Source: an optimization exercise on an open RTL-to-GDS flow (aim: small area, a short achievable clock period and few clock cycles). Production flows keep margins and buffers that such runs may drop. Power and IR drop assume default switching activity.

==> inputs of run a <==
==> flow/design.v <==
`timescale 1ns / 1ps
package lru_pkg;
  localparam int FRAME_SLOTS_DEF = 16;
  localparam int PAGE_W       = 16;
  localparam int STAMP_W      = 32;
  localparam int FAULT_CNT_W  = 32;
  localparam int FRAME_USED_W = 4;
  localparam int FRAMES_W     = 5;
  localparam logic [FRAMES_W-1:0] FRAMES_RESET = 5'd3;
  localparam int CFG_DATA_W = 32;
  localparam int CFG_ADDR_W = 2;
  localparam logic [CFG_ADDR_W-1:0] ADDR_FRAMES_IN_USE = 2'd0;
  typedef struct packed {
    logic hit;     
    logic empty;   
  } scan_flags_t;
endpackage
`timescale 1ns / 1ps
`timescale 1ns / 1ps
`timescale 1ns / 1ps
module lru_page_replacement #(
  parameter int FRAME_SLOTS = lru_pkg::FRAME_SLOTS_DEF
) (
  input  logic                             clk,
  input  logic                             rst_n,
  input  logic                             in_valid,
  output logic                             in_ready,
  input  logic [lru_pkg::PAGE_W-1:0]       in_page_number,
  output logic                             out_valid,
  input  logic                             out_ready,
  output logic                             out_fault,
  output logic [lru_pkg::FRAME_USED_W-1:0] out_frame_used,
  output logic                             out_evicted_valid,
  output logic [lru_pkg::PAGE_W-1:0]       out_evicted_page,
  output logic [lru_pkg::FAULT_CNT_W-1:0]  out_fault_total,
  input  logic                             cfg_psel,
  input  logic                             cfg_penable,
  input  logic                             cfg_pwrite,
  input  logic [lru_pkg::CFG_ADDR_W-1:0]   cfg_paddr,
  input  logic [lru_pkg::CFG_DATA_W-1:0]   cfg_pwdata,
  output logic [lru_pkg::CFG_DATA_W-1:0]   cfg_prdata,
  output logic                             cfg_pready
);
  localparam int N  = FRAME_SLOTS;
  localparam int PW = lru_pkg::PAGE_W;
  localparam int IDX_W = (N > 1) ? $clog2(N) : 1;
  logic [lru_pkg::FRAMES_W-1:0] frames_r;
  logic                         cfg_wr;
  logic [N-1:0]                 active;
  logic [N-1:0]                 act_nxt;
  assign cfg_pready = 1'b1;
  assign cfg_wr     = cfg_psel && cfg_penable && cfg_pwrite
                      && (cfg_paddr == lru_pkg::ADDR_FRAMES_IN_USE);
  assign cfg_prdata = (cfg_paddr == lru_pkg::ADDR_FRAMES_IN_USE)
                      ? lru_pkg::CFG_DATA_W'(frames_r) : '0;
  always_comb begin
    for (int k = 0; k < N; k++) begin
      act_nxt[k] = (k == 0) || (32'(cfg_pwdata[lru_pkg::FRAMES_W-1:0]) > k);
    end
  end
  always_ff @(posedge clk) begin
    if (!rst_n) begin
      frames_r <= lru_pkg::FRAMES_RESET;
      active   <= N'((1 << lru_pkg::FRAMES_RESET) - 1);
    end else if (cfg_wr) begin
      frames_r <= cfg_pwdata[lru_pkg::FRAMES_W-1:0];
      active   <= act_nxt;
    end
  end
  logic [PW-1:0] page_r [N];
  logic [N-1:0]  valid_r;
  logic [N-1:0]  rec_r [N];
  logic          b_v, o_v;
  logic [PW-1:0] b_page;
  logic [N-1:0]  b_match;
  logic          b_eq;
  logic [N-1:0]  prev_u;
  logic          prev_v;
  logic          go;
  logic          acc;
  logic [N-1:0]  use_vec;
  assign go       = !o_v || out_ready;
  assign in_ready = go;
  assign acc      = in_valid && go;
  logic [N-1:0] in_match;
  always_comb begin
    for (int k = 0; k < N; k++) begin
      in_match[k] = valid_r[k] && active[k] && (page_r[k] == in_page_number)
                    && !use_vec[k];
    end
  end
  always_ff @(posedge clk) begin
    if (!rst_n) begin
      b_v    <= 1'b0;
      prev_u <= '0;
      prev_v <= 1'b0;
    end else if (go) begin
      b_v    <= acc;
      prev_u <= use_vec;
      prev_v <= b_v;
    end
  end
  always_ff @(posedge clk) begin
    if (go) begin
      b_page  <= in_page_number;
      b_match <= in_match;
      b_eq    <= (in_page_number == b_page);
    end
  end
  logic [N-1:0] m_vec, hit_sel, emp_vec, emp_sel, lru_sel, fill_sel;
  logic         hit, any_emp;
  logic [PW-1:0] lru_page;
  assign m_vec   = b_match | (prev_u & {N{b_eq}});
  assign hit     = (|b_match) || (prev_v && b_eq);
  assign emp_vec = ~valid_r & active;
  assign any_emp = |emp_vec;
  always_comb begin
    for (int k = 0; k < N; k++) begin
      hit_sel[k] = m_vec[k];
      emp_sel[k] = emp_vec[k];
      for (int j = 0; j < k; j++) begin
        hit_sel[k] = hit_sel[k] && !m_vec[j];
        emp_sel[k] = emp_sel[k] && !emp_vec[j];
      end
    end
  end
  always_comb begin
    for (int i = 0; i < N; i++) begin
      lru_sel[i] = active[i];
      for (int j = 0; j < N; j++) begin
        if (j < i) begin
          lru_sel[i] = lru_sel[i] && (!active[j] || rec_r[j][i]);
        end else if (j > i) begin
          lru_sel[i] = lru_sel[i] && (!active[j] || !rec_r[i][j]);
        end
      end
    end
  end
  always_comb begin
    lru_page = '0;
    for (int k = 0; k < N; k++) begin
      lru_page = lru_page | (page_r[k] & {PW{lru_sel[k]}});
    end
  end
  assign fill_sel = any_emp ? emp_sel : lru_sel;
  assign use_vec  = (hit ? hit_sel : fill_sel) & {N{b_v}};
  logic commit;
  assign commit = go && b_v;
  always_ff @(posedge clk) begin
    for (int k = 0; k < N; k++) begin
      if (commit && use_vec[k]) begin
        page_r[k] <= b_page;
      end
    end
  end
  always_ff @(posedge clk) begin
    if (!rst_n) begin
      valid_r <= '0;
    end else if (commit) begin
      valid_r <= valid_r | use_vec;
    end
  end
  always_ff @(posedge clk) begin
    for (int i = 0; i < N; i++) begin
      for (int j = i + 1; j < N; j++) begin
        if (commit && use_vec[i]) begin
          rec_r[i][j] <= 1'b1;
        end else if (commit && use_vec[j]) begin
          rec_r[i][j] <= 1'b0;
        end
      end
    end
  end
  logic [IDX_W-1:0] use_idx;
  always_comb begin
    use_idx = '0;
    for (int k = 0; k < N; k++) begin
      if (use_vec[k]) begin
        use_idx = use_idx | IDX_W'(k);
      end
    end
  end
  logic                            fault_r;
  logic [lru_pkg::FRAME_USED_W-1:0] frame_used_r;
  logic                            ev_valid_r;
  logic [PW-1:0]                   ev_page_r;
  logic [lru_pkg::FAULT_CNT_W-1:0] fault_cnt_r;
  always_ff @(posedge clk) begin
    if (!rst_n) begin
      o_v <= 1'b0;
    end else if (go) begin
      o_v <= b_v;
    end
  end
  always_ff @(posedge clk) begin
    if (!rst_n) begin
      fault_cnt_r <= '0;
    end else if (commit && !hit && (fault_cnt_r != '1)) begin
      fault_cnt_r <= fault_cnt_r + 1'b1;
    end
  end
  always_ff @(posedge clk) begin
    if (commit) begin
      fault_r      <= !hit;
      frame_used_r <= lru_pkg::FRAME_USED_W'(use_idx);
      ev_valid_r   <= !hit && !any_emp;
      ev_page_r    <= (!hit && !any_emp) ? lru_page : '0;
    end
  end
  assign out_valid         = o_v;
  assign out_fault         = fault_r;
  assign out_frame_used    = frame_used_r;
  assign out_evicted_valid = ev_valid_r;
  assign out_evicted_page  = ev_page_r;
  assign out_fault_total   = fault_cnt_r;
endmodule
==> flow/run.sh <==
#!/bin/bash
# synth_recipe.tcl (not shown) runs the flow's synth.tcl, then flattens the netlist and writes it again
# the make line also repeats each setting of config.mk as NAME=value (left out here)
make -C /OpenROAD-flow-scripts/flow DESIGN_CONFIG=/design/flow/config.mk WORK_HOME=/design/flow/orfs CLKGATE_MAP_FILE= SYNTH_SCRIPT=/design/flow/synth_recipe.tcl finish
==> flow/config.mk <==
export PLATFORM = sky130hd
export DESIGN_NAME = lru_page_replacement
export DESIGN_NICKNAME = lru_page_replacement
export VERILOG_FILES = /design/flow/design.v
export SDC_FILE = /design/flow/constraint.sdc
export NUM_CORES = 4
export LEC_CHECK = 0
export ABC_CLOCK_PERIOD_IN_PS = 2200
export CAP_MARGIN = 20
export CORE_MARGIN = 2
export CORE_UTILIZATION = 55
export SETUP_SLACK_MARGIN = 2.3
export SLEW_MARGIN = 20
==> flow/constraint.sdc <==
create_clock -name core_clock -period 5.0 [get_ports {clk}]
set_input_delay 1.0000 -clock core_clock [delete_from_list [all_inputs] [get_ports {clk}]]
set_output_delay 1.0000 -clock core_clock [all_outputs]
set_load 0.01 [all_outputs]
==> run b: changes against run a <==
==> flow/design.v, changed modules only <==
module lru_page_replacement #(
  parameter int FRAME_SLOTS = lru_pkg::FRAME_SLOTS_DEF
) (
  input  logic                             clk,
  input  logic                             rst_n,
  input  logic                             in_valid,
  output logic                             in_ready,
  input  logic [lru_pkg::PAGE_W-1:0]       in_page_number,
  output logic                             out_valid,
  input  logic                             out_ready,
  output logic                             out_fault,
  output logic [lru_pkg::FRAME_USED_W-1:0] out_frame_used,
  output logic                             out_evicted_valid,
  output logic [lru_pkg::PAGE_W-1:0]       out_evicted_page,
  output logic [lru_pkg::FAULT_CNT_W-1:0]  out_fault_total,
  input  logic                             cfg_psel,
  input  logic                             cfg_penable,
  input  logic                             cfg_pwrite,
  input  logic [lru_pkg::CFG_ADDR_W-1:0]   cfg_paddr,
  input  logic [lru_pkg::CFG_DATA_W-1:0]   cfg_pwdata,
  output logic [lru_pkg::CFG_DATA_W-1:0]   cfg_prdata,
  output logic                             cfg_pready
);
  localparam int N  = FRAME_SLOTS;
  localparam int PW = lru_pkg::PAGE_W;
  localparam int IDX_W = (N > 1) ? $clog2(N) : 1;
  logic [lru_pkg::FRAMES_W-1:0] frames_r;
  logic                         cfg_wr;
  logic [N-1:0]                 active;
  logic [N-1:0]                 act_nxt;
  assign cfg_pready = 1'b1;
  assign cfg_wr     = cfg_psel && cfg_penable && cfg_pwrite
                      && (cfg_paddr == lru_pkg::ADDR_FRAMES_IN_USE);
  assign cfg_prdata = (cfg_paddr == lru_pkg::ADDR_FRAMES_IN_USE)
                      ? lru_pkg::CFG_DATA_W'(frames_r) : '0;
  always_comb begin
    for (int k = 0; k < N; k++) begin
      act_nxt[k] = (k == 0) || (32'(cfg_pwdata[lru_pkg::FRAMES_W-1:0]) > k);
    end
  end
  always_ff @(posedge clk) begin
    if (!rst_n) begin
      frames_r <= lru_pkg::FRAMES_RESET;
      active   <= N'((1 << lru_pkg::FRAMES_RESET) - 1);
    end else if (cfg_wr) begin
      frames_r <= cfg_pwdata[lru_pkg::FRAMES_W-1:0];
      active   <= act_nxt;
    end
  end
  logic [PW-1:0] page_r [N];
  logic [N-1:0]  valid_r;
  logic [N-1:0]  rec_r [N];
  logic          b_v, o_v;
  logic [PW-1:0] b_page;
  logic [N-1:0]  b_match;
  logic          go;
  logic          acc;
  logic          commit;
  logic [N-1:0]  use_vec;
  assign go       = !o_v || out_ready;
  assign in_ready = go;
  assign acc      = in_valid && go;
  assign commit   = go && b_v;
  logic [N-1:0] in_match;
  logic         in_eq;
  assign in_eq = (in_page_number == b_page);
  always_comb begin
    for (int k = 0; k < N; k++) begin
      in_match[k] = use_vec[k] ? in_eq
                    : (valid_r[k] && active[k] && (page_r[k] == in_page_number));
    end
  end
  always_ff @(posedge clk) begin
    if (!rst_n) begin
      b_v <= 1'b0;
    end else if (go) begin
      b_v <= acc;
    end
  end
  always_ff @(posedge clk) begin
    if (go) begin
      b_page  <= in_page_number;
      b_match <= in_match;
    end
  end
  logic [N-1:0] m_vec, hit_sel, emp_vec, emp_sel, lru_sel, fill_sel;
  logic         hit, any_emp;
  logic [PW-1:0] lru_page;
  assign m_vec   = b_match;
  assign hit     = |m_vec;
  assign emp_vec = ~valid_r & active;
  always_comb begin
    for (int k = 0; k < N; k++) begin
      hit_sel[k] = m_vec[k];
      for (int j = 0; j < k; j++) begin
        hit_sel[k] = hit_sel[k] && !m_vec[j];
      end
    end
  end
  logic [N-1:0] top;
  logic         any_f, last_emp;
  always_comb begin
    for (int k = 0; k < N; k++) begin
      emp_sel[k] = emp_vec[k] && ((k == 0) || valid_r[(k == 0) ? 0 : k - 1]);
      top[k]     = active[k] && ((k == N - 1) || !active[(k == N - 1) ? k : k + 1]);
    end
  end
  assign any_f    = |emp_vec;
  assign last_emp = |(emp_sel & top);
  always_ff @(posedge clk) begin
    if (!commit) begin
      any_emp <= any_f;
    end else if (!hit && last_emp) begin
      any_emp <= 1'b0;
    end
  end
  always_comb begin
    for (int i = 0; i < N; i++) begin
      lru_sel[i] = active[i];
      for (int j = 0; j < N; j++) begin
        if (j < i) begin
          lru_sel[i] = lru_sel[i] && rec_r[j][i];
        end else if (j > i) begin
          lru_sel[i] = lru_sel[i] && (!active[j] || !rec_r[i][j]);
        end
      end
    end
  end
  always_comb begin
    lru_page = '0;
    for (int k = 0; k < N; k++) begin
      lru_page = lru_page | (page_r[k] & {PW{lru_sel[k]}});
    end
  end
  assign fill_sel = any_emp ? emp_sel : lru_sel;
  assign use_vec  = (hit ? hit_sel : fill_sel) & {N{b_v}};
  always_ff @(posedge clk) begin
    for (int k = 0; k < N; k++) begin
      if (commit && use_vec[k]) begin
        page_r[k] <= b_page;
      end
    end
  end
  always_ff @(posedge clk) begin
    if (!rst_n) begin
      valid_r <= '0;
    end else if (commit) begin
      valid_r <= valid_r | use_vec;
    end
  end
  always_ff @(posedge clk) begin
    for (int i = 0; i < N; i++) begin
      for (int j = i + 1; j < N; j++) begin
        if (commit && use_vec[i]) begin
          rec_r[i][j] <= 1'b1;
        end else if (commit && use_vec[j]) begin
          rec_r[i][j] <= 1'b0;
        end
      end
    end
  end
  function automatic logic [IDX_W-1:0] enc(input logic [N-1:0] v);
    enc = '0;
    for (int k = 0; k < N; k++) begin
      if (v[k]) begin
        enc = enc | IDX_W'(k);
      end
    end
  endfunction
  logic [IDX_W-1:0] use_idx;
  assign use_idx = hit ? enc(hit_sel) : (any_emp ? enc(emp_sel) : enc(lru_sel));
  logic                            fault_r;
  logic [lru_pkg::FRAME_USED_W-1:0] frame_used_r;
  logic                            ev_valid_r;
  logic [PW-1:0]                   ev_page_r;
  logic [lru_pkg::FAULT_CNT_W-1:0] fault_cnt_r;
  always_ff @(posedge clk) begin
    if (!rst_n) begin
      o_v <= 1'b0;
    end else if (go) begin
      o_v <= b_v;
    end
  end
  always_ff @(posedge clk) begin
    if (!rst_n) begin
      fault_cnt_r <= '0;
    end else if (commit && !hit && (fault_cnt_r != '1)) begin
      fault_cnt_r <= fault_cnt_r + 1'b1;
    end
  end
  always_ff @(posedge clk) begin
    if (commit) begin
      fault_r      <= !hit;
      frame_used_r <= lru_pkg::FRAME_USED_W'(use_idx);
      ev_valid_r   <= !hit && !any_emp;
      ev_page_r    <= (!hit && !any_emp) ? lru_page : '0;
    end
  end
  assign out_valid         = o_v;
  assign out_fault         = fault_r;
  assign out_frame_used    = frame_used_r;
  assign out_evicted_valid = ev_valid_r;
  assign out_evicted_page  = ev_page_r;
  assign out_fault_total   = fault_cnt_r;
endmodule
--- a/flow/config.mk
+++ b/flow/config.mk
@@ -10,3 +10,3 @@
 export CORE_MARGIN = 2
-export CORE_UTILIZATION = 55
+export CORE_UTILIZATION = 65
 export SETUP_SLACK_MARGIN = 2.3
==> run c: changes against run a <==
==> flow/design.v, changed modules only <==
module lru_page_replacement #(
  parameter int FRAME_SLOTS = lru_pkg::FRAME_SLOTS_DEF
) (
  input  logic                             clk,
  input  logic                             rst_n,
  input  logic                             in_valid,
  output logic                             in_ready,
  input  logic [lru_pkg::PAGE_W-1:0]       in_page_number,
  output logic                             out_valid,
  input  logic                             out_ready,
  output logic                             out_fault,
  output logic [lru_pkg::FRAME_USED_W-1:0] out_frame_used,
  output logic                             out_evicted_valid,
  output logic [lru_pkg::PAGE_W-1:0]       out_evicted_page,
  output logic [lru_pkg::FAULT_CNT_W-1:0]  out_fault_total,
  input  logic                             cfg_psel,
  input  logic                             cfg_penable,
  input  logic                             cfg_pwrite,
  input  logic [lru_pkg::CFG_ADDR_W-1:0]   cfg_paddr,
  input  logic [lru_pkg::CFG_DATA_W-1:0]   cfg_pwdata,
  output logic [lru_pkg::CFG_DATA_W-1:0]   cfg_prdata,
  output logic                             cfg_pready
);
  localparam int N  = FRAME_SLOTS;
  localparam int PW = lru_pkg::PAGE_W;
  localparam int IDX_W = (N > 1) ? $clog2(N) : 1;
  logic [lru_pkg::FRAMES_W-1:0] frames_r;
  logic                         cfg_wr;
  logic [N-1:0]                 active;
  logic [N-1:0]                 act_nxt;
  assign cfg_pready = 1'b1;
  assign cfg_wr     = cfg_psel && cfg_penable && cfg_pwrite
                      && (cfg_paddr == lru_pkg::ADDR_FRAMES_IN_USE);
  logic [lru_pkg::FRAMES_W-1:0] prdata_r;
  always_ff @(posedge clk) begin
    prdata_r <= (cfg_paddr == lru_pkg::ADDR_FRAMES_IN_USE) ? frames_r : '0;
  end
  assign cfg_prdata = lru_pkg::CFG_DATA_W'(prdata_r);
  always_comb begin
    for (int k = 0; k < N; k++) begin
      act_nxt[k] = (k == 0) || (32'(cfg_pwdata[lru_pkg::FRAMES_W-1:0]) > k);
    end
  end
  always_ff @(posedge clk) begin
    if (!rst_n) begin
      frames_r <= lru_pkg::FRAMES_RESET;
      active   <= N'((1 << lru_pkg::FRAMES_RESET) - 1);
    end else if (cfg_wr) begin
      frames_r <= cfg_pwdata[lru_pkg::FRAMES_W-1:0];
      active   <= act_nxt;
    end
  end
  logic [PW-1:0] page_r [N];
  logic [N-1:0]  valid_r;
  logic [N-1:0]  rec_r [N];
  logic          b_v, o_v;
  logic [PW-1:0] b_page;
  logic [N-1:0]  b_match;
  logic          b_eq;
  logic [N-1:0]  prev_u;
  logic          prev_v;
  logic          go;
  logic          commit;
  logic          acc;
  logic [N-1:0]  use_vec;
  logic          go_r;
  assign go       = go_r;
  assign in_ready = go_r;
  assign acc      = in_valid && go;
  assign commit   = go && b_v;
  logic [N-1:0] in_match;
  always_comb begin
    for (int k = 0; k < N; k++) begin
      in_match[k] = valid_r[k] && active[k] && (page_r[k] == in_page_number)
                    && !use_vec[k];
    end
  end
  always_ff @(posedge clk) begin
    if (!rst_n) begin
      b_v    <= 1'b0;
      prev_u <= '0;
      prev_v <= 1'b0;
    end else if (go) begin
      b_v    <= acc;
      prev_u <= use_vec;
      prev_v <= b_v;
    end
  end
  always_ff @(posedge clk) begin
    if (go) begin
      b_page  <= in_page_number;
      b_match <= in_match;
      b_eq    <= (in_page_number == b_page);
    end
  end
  logic [N-1:0] m_vec, hit_sel, emp_vec, emp_sel, fill_sel;
  logic         hit, any_emp;
  logic [PW-1:0] lru_page;
  assign m_vec   = b_match | (prev_u & {N{b_eq}});
  assign hit     = (|b_match) || (prev_v && b_eq);
  assign emp_vec = ~valid_r & active;
  assign any_emp = |emp_vec;
  always_comb begin
    for (int k = 0; k < N; k++) begin
      hit_sel[k] = m_vec[k];
      emp_sel[k] = emp_vec[k];
      for (int j = 0; j < k; j++) begin
        hit_sel[k] = hit_sel[k] && !m_vec[j];
        emp_sel[k] = emp_sel[k] && !emp_vec[j];
      end
    end
  end
  logic [N-1:0] av_vec, lru_r, lru_f, lru_2, lru_nx, lru_d, below_lru;
  logic         no_lru, lru_hit, lru_used;
  assign av_vec = valid_r & active;
  always_comb begin
    for (int i = 0; i < N; i++) begin
      lru_f[i] = av_vec[i];
      lru_2[i] = av_vec[i] && !lru_r[i];
      for (int j = 0; j < N; j++) begin
        if (j < i) begin
          lru_f[i] = lru_f[i] && (!av_vec[j] || rec_r[j][i]);
          lru_2[i] = lru_2[i] && (!av_vec[j] || lru_r[j] || rec_r[j][i]);
        end else if (j > i) begin
          lru_f[i] = lru_f[i] && (!av_vec[j] || !rec_r[i][j]);
          lru_2[i] = lru_2[i] && (!av_vec[j] || lru_r[j] || !rec_r[i][j]);
        end
      end
    end
  end
  assign lru_nx = (|lru_2) ? lru_2 : lru_r;
  assign no_lru = !(|lru_r);
  always_comb begin
    for (int k = 0; k < N; k++) begin
      below_lru[k] = 1'b0;
      for (int j = k + 1; j < N; j++) begin
        below_lru[k] = below_lru[k] || lru_r[j];
      end
    end
  end
  assign lru_hit  = (|(m_vec & lru_r)) && !(|(m_vec & below_lru));
  assign lru_used = hit ? lru_hit : !any_emp;
  always_comb begin
    if (!commit) begin
      lru_d = lru_f;
    end else if (no_lru) begin
      lru_d = emp_sel;
    end else if (lru_used) begin
      lru_d = lru_nx;
    end else begin
      lru_d = lru_r;
    end
  end
  always_ff @(posedge clk) begin
    lru_r <= lru_d;
  end
  always_comb begin
    lru_page = '0;
    for (int k = 0; k < N; k++) begin
      lru_page = lru_page | (page_r[k] & {PW{lru_r[k]}});
    end
  end
  assign fill_sel = any_emp ? emp_sel : lru_r;
  assign use_vec  = (hit ? hit_sel : fill_sel) & {N{b_v}};
  always_ff @(posedge clk) begin
    for (int k = 0; k < N; k++) begin
      if (commit && use_vec[k]) begin
        page_r[k] <= b_page;
      end
    end
  end
  always_ff @(posedge clk) begin
    if (!rst_n) begin
      valid_r <= '0;
    end else if (commit) begin
      valid_r <= valid_r | use_vec;
    end
  end
  always_ff @(posedge clk) begin
    for (int i = 0; i < N; i++) begin
      for (int j = i + 1; j < N; j++) begin
        if (commit && use_vec[i]) begin
          rec_r[i][j] <= 1'b1;
        end else if (commit && use_vec[j]) begin
          rec_r[i][j] <= 1'b0;
        end
      end
    end
  end
  logic [IDX_W-1:0] use_idx;
  always_comb begin
    use_idx = '0;
    for (int k = 0; k < N; k++) begin
      if (use_vec[k]) begin
        use_idx = use_idx | IDX_W'(k);
      end
    end
  end
  logic                            fault_r, q_fault;
  logic [lru_pkg::FRAME_USED_W-1:0] frame_used_r, q_frame_used;
  logic                            ev_valid_r, q_ev_valid;
  logic [PW-1:0]                   ev_page_r, q_ev_page;
  logic [lru_pkg::FAULT_CNT_W-1:0] fault_cnt_r, fault_inc;
  logic                            q_v, pop;
  logic                            o_v_nxt, q_v_nxt;
  logic                            load_b, load_q, fill_q;
  logic                            r_fault, r_ev_valid;
  logic [lru_pkg::FRAME_USED_W-1:0] r_frame_used;
  logic [PW-1:0]                   r_ev_page;
  assign r_fault      = !hit;
  assign r_frame_used = lru_pkg::FRAME_USED_W'(use_idx);
  assign r_ev_valid   = !hit && !any_emp;
  assign r_ev_page    = (!hit && !any_emp) ? lru_page : '0;
  assign pop    = o_v && out_ready;
  assign load_q = pop && q_v;
  assign load_b = commit && !(o_v && !pop) && !load_q;
  assign fill_q = commit && o_v && !pop;
  always_comb begin
    o_v_nxt = o_v;
    q_v_nxt = q_v;
    if (pop) begin
      o_v_nxt = q_v;
      q_v_nxt = 1'b0;
    end
    if (commit) begin
      if (o_v_nxt) begin
        q_v_nxt = 1'b1;
      end else begin
        o_v_nxt = 1'b1;
      end
    end
  end
  always_ff @(posedge clk) begin
    if (!rst_n) begin
      o_v  <= 1'b0;
      q_v  <= 1'b0;
      go_r <= 1'b1;
    end else begin
      o_v  <= o_v_nxt;
      q_v  <= q_v_nxt;
      go_r <= !(o_v_nxt && q_v_nxt);
    end
  end
  assign fault_inc = (fault_cnt_r == '1) ? fault_cnt_r : fault_cnt_r + 1'b1;
  always_ff @(posedge clk) begin
    if (!rst_n) begin
      fault_cnt_r <= '0;
    end else if ((load_q && q_fault) || (load_b && r_fault)) begin
      fault_cnt_r <= fault_inc;
    end
  end
  always_ff @(posedge clk) begin
    if (load_q) begin
      fault_r      <= q_fault;
      frame_used_r <= q_frame_used;
      ev_valid_r   <= q_ev_valid;
      ev_page_r    <= q_ev_page;
    end else if (load_b) begin
      fault_r      <= r_fault;
      frame_used_r <= r_frame_used;
      ev_valid_r   <= r_ev_valid;
      ev_page_r    <= r_ev_page;
    end
  end
  always_ff @(posedge clk) begin
    if (fill_q) begin
      q_fault      <= r_fault;
      q_frame_used <= r_frame_used;
      q_ev_valid   <= r_ev_valid;
      q_ev_page    <= r_ev_page;
    end
  end
  assign out_valid         = o_v;
  assign out_fault         = fault_r;
  assign out_frame_used    = frame_used_r;
  assign out_evicted_valid = ev_valid_r;
  assign out_evicted_page  = ev_page_r;
  assign out_fault_total   = fault_cnt_r;
endmodule
--- a/flow/config.mk
+++ b/flow/config.mk
@@ -7,7 +7,7 @@
 export LEC_CHECK = 0
-export ABC_CLOCK_PERIOD_IN_PS = 2200
 export CAP_MARGIN = 20
 export CORE_MARGIN = 2
-export CORE_UTILIZATION = 55
-export SETUP_SLACK_MARGIN = 2.3
+export CORE_UTILIZATION = 50
+export SETUP_SLACK_MARGIN = 2.5
 export SLEW_MARGIN = 20
+export TNS_END_PERCENT = 20
==> comparison <==
The lowest wire length belongs to run a, the highest to run c.
Of run c and run b, run c has the higher critical path depth (gap 1).
Fmax: run a > run b > run c.
Sequential share of layout area, highest first: run b, run a, run c.
Total power: run b < run a < run c.
Between run b and run a, the lower final cell count is in run b (gap 4.8%, measured against run a).
In run b the clock skew is lower than in run a, by 5.3 ps.
==> figures <==
| item | run a | run b | run c |
|---|---|---|---|
| Run status | finished clean | finished clean | finished clean |
| Leak pwr | 0.01053 uW | 0.01039 uW | 0.01310 uW |
| Routed wl met2 | 41060 um | 39400 um | 52260 um |
| Die width | 211.9 um | 192.7 um | 238.8 um |
| Maximum VDD drop | 0.3527 mV | 0.3717 mV | 0.4977 mV |
| Initial DRC count | 3065 | 4778 | 4537 |
| Share of the synthesized area in compound gates (AO/OA/AOI/OAI) | 15.17% | 13.60% | 17.09% |
| Logic depth of the worst register-to-register path | 9 | 8 | 9 |
| Normalized max-slew margin | 39.08% | 11.16% | 21.40% |
| Switching part of the total | 27.79% | 29.31% | 32.58% |
| Non-clock inverter count in the final layout | 55 | 54 | 32 |
| Average cell area after synthesis | 11.72 um2 | 11.62 um2 | 10.71 um2 |
| Combinational cell fraction of total power | 14.4% | 14.8% | 15.0% |
| Length of the first detailed-routing pass in iterations | 6 | 8 | 8 |
| Worst path slowest cell | or4_1 | or4b_2 | a211o_4 |
No run of this note included a check of the RTL's function; only the layout flow was run.

what the ideal ports hide:
Ports are ideal in the flow. The routed layouts listed here were re-timed in OpenROAD. Step 1: set_driving_cell puts a clkbuf_16 on clk and a buf_2 on each other input, an assumption about the parent block. Step 2, shift: input delay + t, output delay - t, t = (earliest + latest rising clock arrival at the registers) / 2. This alone moves slack from input paths to output paths. Three values: ideal, step 1, step 2; two values: the first two.
run | t, ns | setup WS [ns] | hold WS [ns] | worst slew at a driven data input, ns
run a | 0.679 | 2.208 / 2.208 / 1.627 | 0.459 / 0.459 / 0.459 | 0.04
run b | 0.679 | 2.068 / 2.068 / 1.599 | 0.456 / 0.456 / 0.456 | 0.05
run c | 0.731 | 1.953 / 1.953 / 1.530 | 0.450 / 0.450 / 0.450 | 0.05
After both steps setup and hold are still met in every run listed. The setup slack of run a, which loses most, moves by 0.000 ns with the drivers and by -0.581 ns with both steps.
